This is an optimization exercise on Yosys and OpenROAD, whose aim is small area, a short achievable clock period and few clock cycles, not a production implementation.
Power figures rest on the tool's default switching activity, not on a simulated workload.

==> flow/design.v <==
`timescale 1ns/1ns
package alu_pkg;
	localparam int word_width = 32;
	typedef enum logic [3:0] {
		op_add  = 4'd0,
		op_sub  = 4'd1,
		op_and  = 4'd2,
		op_or   = 4'd3,
		op_not  = 4'd4,
		op_neg  = 4'd5,
		op_shr  = 4'd6,
		op_shra = 4'd7,
		op_shl  = 4'd8,
		op_ror  = 4'd9,
		op_rol  = 4'd10,
		op_mul  = 4'd11
	} alu_op_t;
endpackage
`timescale 1ns/1ns
module alu_shifting (
	input  logic [31:0] a,
	input  logic [4:0]  s,
	input  logic [4:0]  k,
	input  logic        big,
	input  logic        left,
	input  logic        shift,
	input  logic        arith,
	output logic [31:0] c
);
	logic        fill;
	logic [31:0] rot;
	logic [31:0] th;
	logic [31:0] keep;
	assign fill = arith & a[31];
	always_comb begin
		rot = a;
		if (k[0]) rot = {rot[0],    rot[31:1]};
		if (k[1]) rot = {rot[1:0],  rot[31:2]};
		if (k[2]) rot = {rot[3:0],  rot[31:4]};
		if (k[3]) rot = {rot[7:0],  rot[31:8]};
		if (k[4]) rot = {rot[15:0], rot[31:16]};
	end
	always_comb begin
		for (int i = 0; i < 32; i++)
			th[i] = (5'(i) >= s);
	end
	always_comb begin
		if (!shift)
			keep = '1;
		else if (big)
			keep = '0;
		else if (left)
			keep = th;
		else
			for (int i = 0; i < 32; i++)
				keep[i] = th[31 - i];
	end
	assign c = (rot & keep) | ({32{fill}} & ~keep);
endmodule
`timescale 1ns/1ns
module alu_cla_adder #(
	parameter int W = 40
) (
	input  logic [W-1:0] a,
	input  logic [W-1:0] b,
	input  logic         cin,
	output logic [W-1:0] sum
);
	assign sum = a + b + {{(W-1){1'b0}}, cin};
endmodule
`timescale 1ns/1ns
module alu_booth_step (
	input  logic [31:0] m,
	input  logic [3:0]  one,
	input  logic [3:0]  two,
	input  logic [3:0]  neg,
	input  logic [32:0] s_in,
	input  logic [32:0] c_in,
	output logic [32:0] s_out,
	output logic [32:0] c_out,
	output logic [7:0]  s_lo,
	output logic [7:0]  c_lo
);
	logic [32:0]      mx;
	logic [32:0]      m2x;
	logic [3:0][32:0] r;
	logic [40:0]      a0, a1, a2, a3, sx, cx;
	logic [40:0]      s1, c1, s2, c2, s3, c3, s4, c4;
	assign mx  = {m[31], m};
	assign m2x = {m, 1'b0};
	always_comb begin
		for (int i = 0; i < 4; i++)
			r[i] = (({33{one[i]}} & mx) | ({33{two[i]}} & m2x)) ^ {33{neg[i]}};
	end
	assign a0 = {8'd0, ~r[0][32], r[0][31:0]} | (41'd170 << 32);
	assign a1 = {6'd0, ~r[1][32], r[1][31:0], 2'd0};
	assign a2 = {4'd0, ~r[2][32], r[2][31:0], 4'd0};
	assign a3 = {2'd0, ~r[3][32], r[3][31:0], 6'd0};
	assign sx = {8'd0, s_in};
	assign cx = {8'd0, c_in};
	assign s1 = a0 ^ a1 ^ a2;
	assign c1 = {((a0 & a1) | (a0 & a2) | (a1 & a2)), 1'b0};
	assign s2 = a3 ^ sx ^ cx;
	assign c2 = {((a3 & sx) | (a3 & cx) | (sx & cx)), 1'b0};
	assign s3 = s1 ^ c1 ^ s2;
	assign c3 = {((s1 & c1) | (s1 & s2) | (c1 & s2)), 1'b0};
	assign s4 = s3 ^ c3 ^ c2;
	assign c4 = {((s3 & c3) | (s3 & c2) | (c3 & c2)), 1'b0};
	assign s_lo  = s4[7:0];
	assign c_lo  = c4[7:0];
	assign s_out = s4[40:8];
	assign c_out = c4[40:8];
endmodule
module alu_booth_enc (
	input  logic [7:0] b,
	input  logic       bm1,
	output logic [3:0] one,
	output logic [3:0] two,
	output logic [3:0] neg
);
	logic [8:0] bb;
	assign bb = {b, bm1};
	always_comb begin
		for (int i = 0; i < 4; i++) begin
			one[i] = bb[2*i+1] ^ bb[2*i];
			two[i] = (bb[2*i+2] & ~bb[2*i+1] & ~bb[2*i]) |
				(~bb[2*i+2] & bb[2*i+1] & bb[2*i]);
			neg[i] = bb[2*i+2];
		end
	end
endmodule
`timescale 1ns/1ns
module alu_result_stage (
	input  logic        f_sum,
	input  logic        f_and,
	input  logic        f_or,
	input  logic        f_not,
	input  logic        f_sh,
	input  logic [31:0] y,
	input  logic [31:0] b,
	input  logic [31:0] sum,
	input  logic [31:0] shift_c,
	output logic [31:0] result
);
	assign result = ({32{f_sum}} & sum) |
		({32{f_and}} & (y & b)) |
		({32{f_or}} & (y | b)) |
		({32{f_not}} & ~b) |
		({32{f_sh}} & shift_c);
endmodule
`timescale 1ns/1ns
import alu_pkg::*;
module alu_unit (
	input  logic                           clk,
	input  logic                           rst,
	input  logic [alu_pkg::word_width-1:0] bus_in,
	input  logic                           y_load,
	input  alu_pkg::alu_op_t               op,
	input  logic                           op_valid,
	output logic [alu_pkg::word_width-1:0] z_hi,
	output logic [alu_pkg::word_width-1:0] z_lo,
	output logic                           done,
	output logic                           busy
);
	logic        accept;
	logic        acc_mul;
	logic        is_sub;
	logic        is_left;
	logic [31:0] b_r;
	logic        yl_r;
	logic [31:0] a_r;
	logic        f_sub, cin_r;
	logic        f_sq, f_sum, f_and, f_or, f_not, f_sh;
	logic        f_left, f_shift, f_arith, f_big;
	logic [4:0]  f_k;
	logic        vn;
	logic        m1, ph2, ph3, ph4, ph5;
	logic [31:0] y;
	logic [31:0] b_raw;
	logic [31:0] y_next;
	logic        s32;
	logic [32:0] cs;
	logic [7:0]  sl, cl;
	logic        k;
	logic [3:0]  e_one, e_two, e_neg;
	logic [3:0]  n_one, n_two, n_neg;
	logic [3:0]  i_one, i_two, i_neg;
	logic        step;
	logic        step_more;
	logic [31:0] src;
	logic [32:0] negs;
	logic [32:0] st_s_in, st_c_in;
	logic [32:0] st_s, st_c;
	logic [7:0]  st_sl, st_cl;
	logic [8:0]  lo_sum;
	logic [7:0]  lo_byte;
	logic [39:0] add_a, add_b, add_sum;
	logic [31:0] shift_c;
	logic [31:0] result;
	assign accept  = op_valid & ~busy;
	assign acc_mul = accept & (op == op_mul);
	assign is_sub  = (op == op_sub) | (op == op_neg);
	assign is_left = (op == op_shl) | (op == op_rol);
	always_ff @(posedge clk) begin
		if (rst) begin
			yl_r <= 1'b0;
			vn   <= 1'b0;
			m1   <= 1'b0;
			ph2  <= 1'b0;
			ph3  <= 1'b0;
			ph4  <= 1'b0;
			ph5  <= 1'b0;
			busy <= 1'b0;
			done <= 1'b0;
		end else begin
			yl_r <= y_load & ~busy;
			vn   <= accept & (op != op_mul);
			m1   <= acc_mul;
			ph2  <= m1;
			ph3  <= ph2;
			ph4  <= ph3;
			ph5  <= ph4;
			busy <= acc_mul | m1 | ph2 | ph3;
			done <= vn | ph5;
		end
	end
	always_ff @(posedge clk) begin
		if (rst || ph4)
			b_r <= '0;
		else if (!busy)
			b_r <= bus_in ^ {32{is_sub}};
		if (step)
			a_r <= st_s[31:0];
		else
			a_r <= y_next & {32{(op == op_add) | (op == op_sub)}};
		f_sub   <= is_sub;
		cin_r   <= ph4 ? lo_sum[8] : (accept & is_sub);
		f_sq    <= accept & is_sub;
		f_sum   <= accept & ((op == op_add) | is_sub);
		f_and   <= accept & (op == op_and);
		f_or    <= accept & (op == op_or);
		f_not   <= accept & (op == op_not);
		f_sh    <= accept & (op >= op_shr) & (op <= op_rol);
		f_left  <= is_left;
		f_shift <= (op == op_shr) | (op == op_shra) | (op == op_shl);
		f_arith <= (op == op_shra);
		f_big   <= |bus_in[31:5];
		f_k     <= is_left ? (5'd0 - bus_in[4:0]) : bus_in[4:0];
	end
	assign b_raw  = b_r ^ {32{f_sub}};
	assign y_next = yl_r ? b_raw : y;
	always_ff @(posedge clk) begin
		if (rst)
			y <= '0;
		else if (busy && y_load)
			y <= bus_in;
		else
			y <= y_next;
	end
	assign step      = m1 | ph2 | ph3 | ph4;
	assign step_more = m1 | ph2 | ph3;
	assign src       = m1 ? y : z_lo;
	alu_booth_enc u_enc_next (
		.b   (src[15:8]),
		.bm1 (src[7]),
		.one (n_one),
		.two (n_two),
		.neg (n_neg)
	);
	alu_booth_enc u_enc_first (
		.b   (y_next[7:0]),
		.bm1 (1'b0),
		.one (i_one),
		.two (i_two),
		.neg (i_neg)
	);
	always_ff @(posedge clk) begin
		if (step_more) begin
			e_one <= n_one;
			e_two <= n_two;
			e_neg <= n_neg;
		end else begin
			e_one <= i_one;
			e_two <= i_two;
			e_neg <= i_neg;
		end
	end
	always_comb begin
		negs = '0;
		for (int j = 0; j < 16; j++)
			negs[2*j] = y[2*j+1];
	end
	assign st_s_in = {s32, a_r};
	assign st_c_in = cs | (negs & {33{m1}});
	alu_booth_step u_step (
		.m     (b_r),
		.one   (e_one),
		.two   (e_two),
		.neg   (e_neg),
		.s_in  (st_s_in),
		.c_in  (st_c_in),
		.s_out (st_s),
		.c_out (st_c),
		.s_lo  (st_sl),
		.c_lo  (st_cl)
	);
	assign lo_sum = {1'b0, sl} + {1'b0, cl} + {8'd0, k};
	always_ff @(posedge clk) begin
		cs  <= step ? st_c : '0;
		sl  <= st_sl;
		cl  <= st_cl;
		s32 <= step ? st_s[32] : 1'b1;
		k   <= step & ~m1 & lo_sum[8];
	end
	assign add_a = {a_r, sl & {8{ph5}}};
	assign add_b = {b_r | cs[31:0], (cl & {8{ph5}}) | {8{f_sq}}};
	alu_cla_adder #(.W(40)) u_adder (
		.a   (add_a),
		.b   (add_b),
		.cin (cin_r),
		.sum (add_sum)
	);
	alu_shifting u_shifter (
		.a     (y),
		.s     (b_r[4:0]),
		.k     (f_k),
		.big   (f_big),
		.left  (f_left),
		.shift (f_shift),
		.arith (f_arith),
		.c     (shift_c)
	);
	alu_result_stage u_result (
		.f_sum   (f_sum),
		.f_and   (f_and),
		.f_or    (f_or),
		.f_not   (f_not),
		.f_sh    (f_sh),
		.y       (y),
		.b       (b_r),
		.sum     (add_sum[39:8]),
		.shift_c (shift_c),
		.result  (result)
	);
	assign lo_byte = ph5 ? add_sum[7:0] : lo_sum[7:0];
	always_ff @(posedge clk) begin
		z_hi <= add_sum[39:8] & {32{ph5}};
		z_lo <= result | ({lo_byte, src[31:8]} & {32{step | ph5}});
	end
endmodule
clock: 6.0 ns
lec_check: 0
cap_margin: 20
core_margin: 2
core_utilization: 40
setup_slack_margin: 3.3
slew_margin: 20
tns_end_percent: 5
run.sh (not shown) runs the stock make flow with config.mk's settings and CLKGATE_MAP_FILE= SYNTH_SCRIPT=/design/flow/synth_recipe.tcl, a recipe that flattens the netlist after the stock synthesis.
Rerun with:
--- a/flow/design.v
+++ b/flow/design.v
@@ -225,8 +225,10 @@
 		end
 	end
 	always_ff @(posedge clk) begin
-		if (rst || ph4)
+		if (rst)
 			b_r <= '0;
+		else if (ph4)
+			b_r <= st_c[31:0];
 		else if (!busy)
 			b_r <= bus_in ^ {32{is_sub}};
 		if (step)
@@ -291,7 +293,7 @@
 			negs[2*j] = y[2*j+1];
 	end
 	assign st_s_in = {s32, a_r};
-	assign st_c_in = cs | (negs & {33{m1}});
+	assign st_c_in = m1 ? negs : cs;
 	alu_booth_step u_step (
 		.m     (b_r),
 		.one   (e_one),
@@ -306,14 +308,14 @@
 	);
 	assign lo_sum = {1'b0, sl} + {1'b0, cl} + {8'd0, k};
 	always_ff @(posedge clk) begin
-		cs  <= step ? st_c : '0;
+		cs  <= st_c;
 		sl  <= st_sl;
 		cl  <= st_cl;
 		s32 <= step ? st_s[32] : 1'b1;
 		k   <= step & ~m1 & lo_sum[8];
 	end
 	assign add_a = {a_r, sl & {8{ph5}}};
-	assign add_b = {b_r | cs[31:0], (cl & {8{ph5}}) | {8{f_sq}}};
+	assign add_b = {b_r, (cl & {8{ph5}}) | {8{f_sq}}};
 	alu_cla_adder #(.W(40)) u_adder (
 		.a   (add_a),
 		.b   (add_b),
Setup slack degrades by 0.024 ns; via count rises slightly; synthesized area is about the same; critical path depth rises by 1; power rises by about a fifth; non-clock buffer count rises by 13; design area rises slightly.
No run of this note included a check of the RTL's function; only the layout flow was run.

==> re-timing with driven ports <==
No port has a modelled driver above. Below, the same layouts with a new extraction and two added sets of constraints. Step 1, drivers: a clkbuf_16 drives clk and a buf_2 each remaining input, both assumed. Step 2 moves the port delays by t, midway between the first and last clock arrival at a register: inputs arrive t later, outputs are due t later. That takes back most of the time a late clock gives input paths. Slacks: no drivers / after step 1 / after step 2; pairs: no drivers / after step 1.
run | t, ns | setup WS [ns] | worst hold slack (ns) | clock arrival spread, ns
the first run | 0.653 | 2.844 / 2.844 / 2.514 | 0.440 / 0.440 / 0.440 | 0.027 / 0.026
the second run | 0.653 | 2.820 / 2.820 / 2.519 | 0.443 / 0.443 / 0.443 | 0.025 / 0.025
After both steps every run listed still meets setup and hold. For the first run, which loses most, drivers alone change the setup slack by 0.000 ns; drivers and shift together by -0.330 ns.
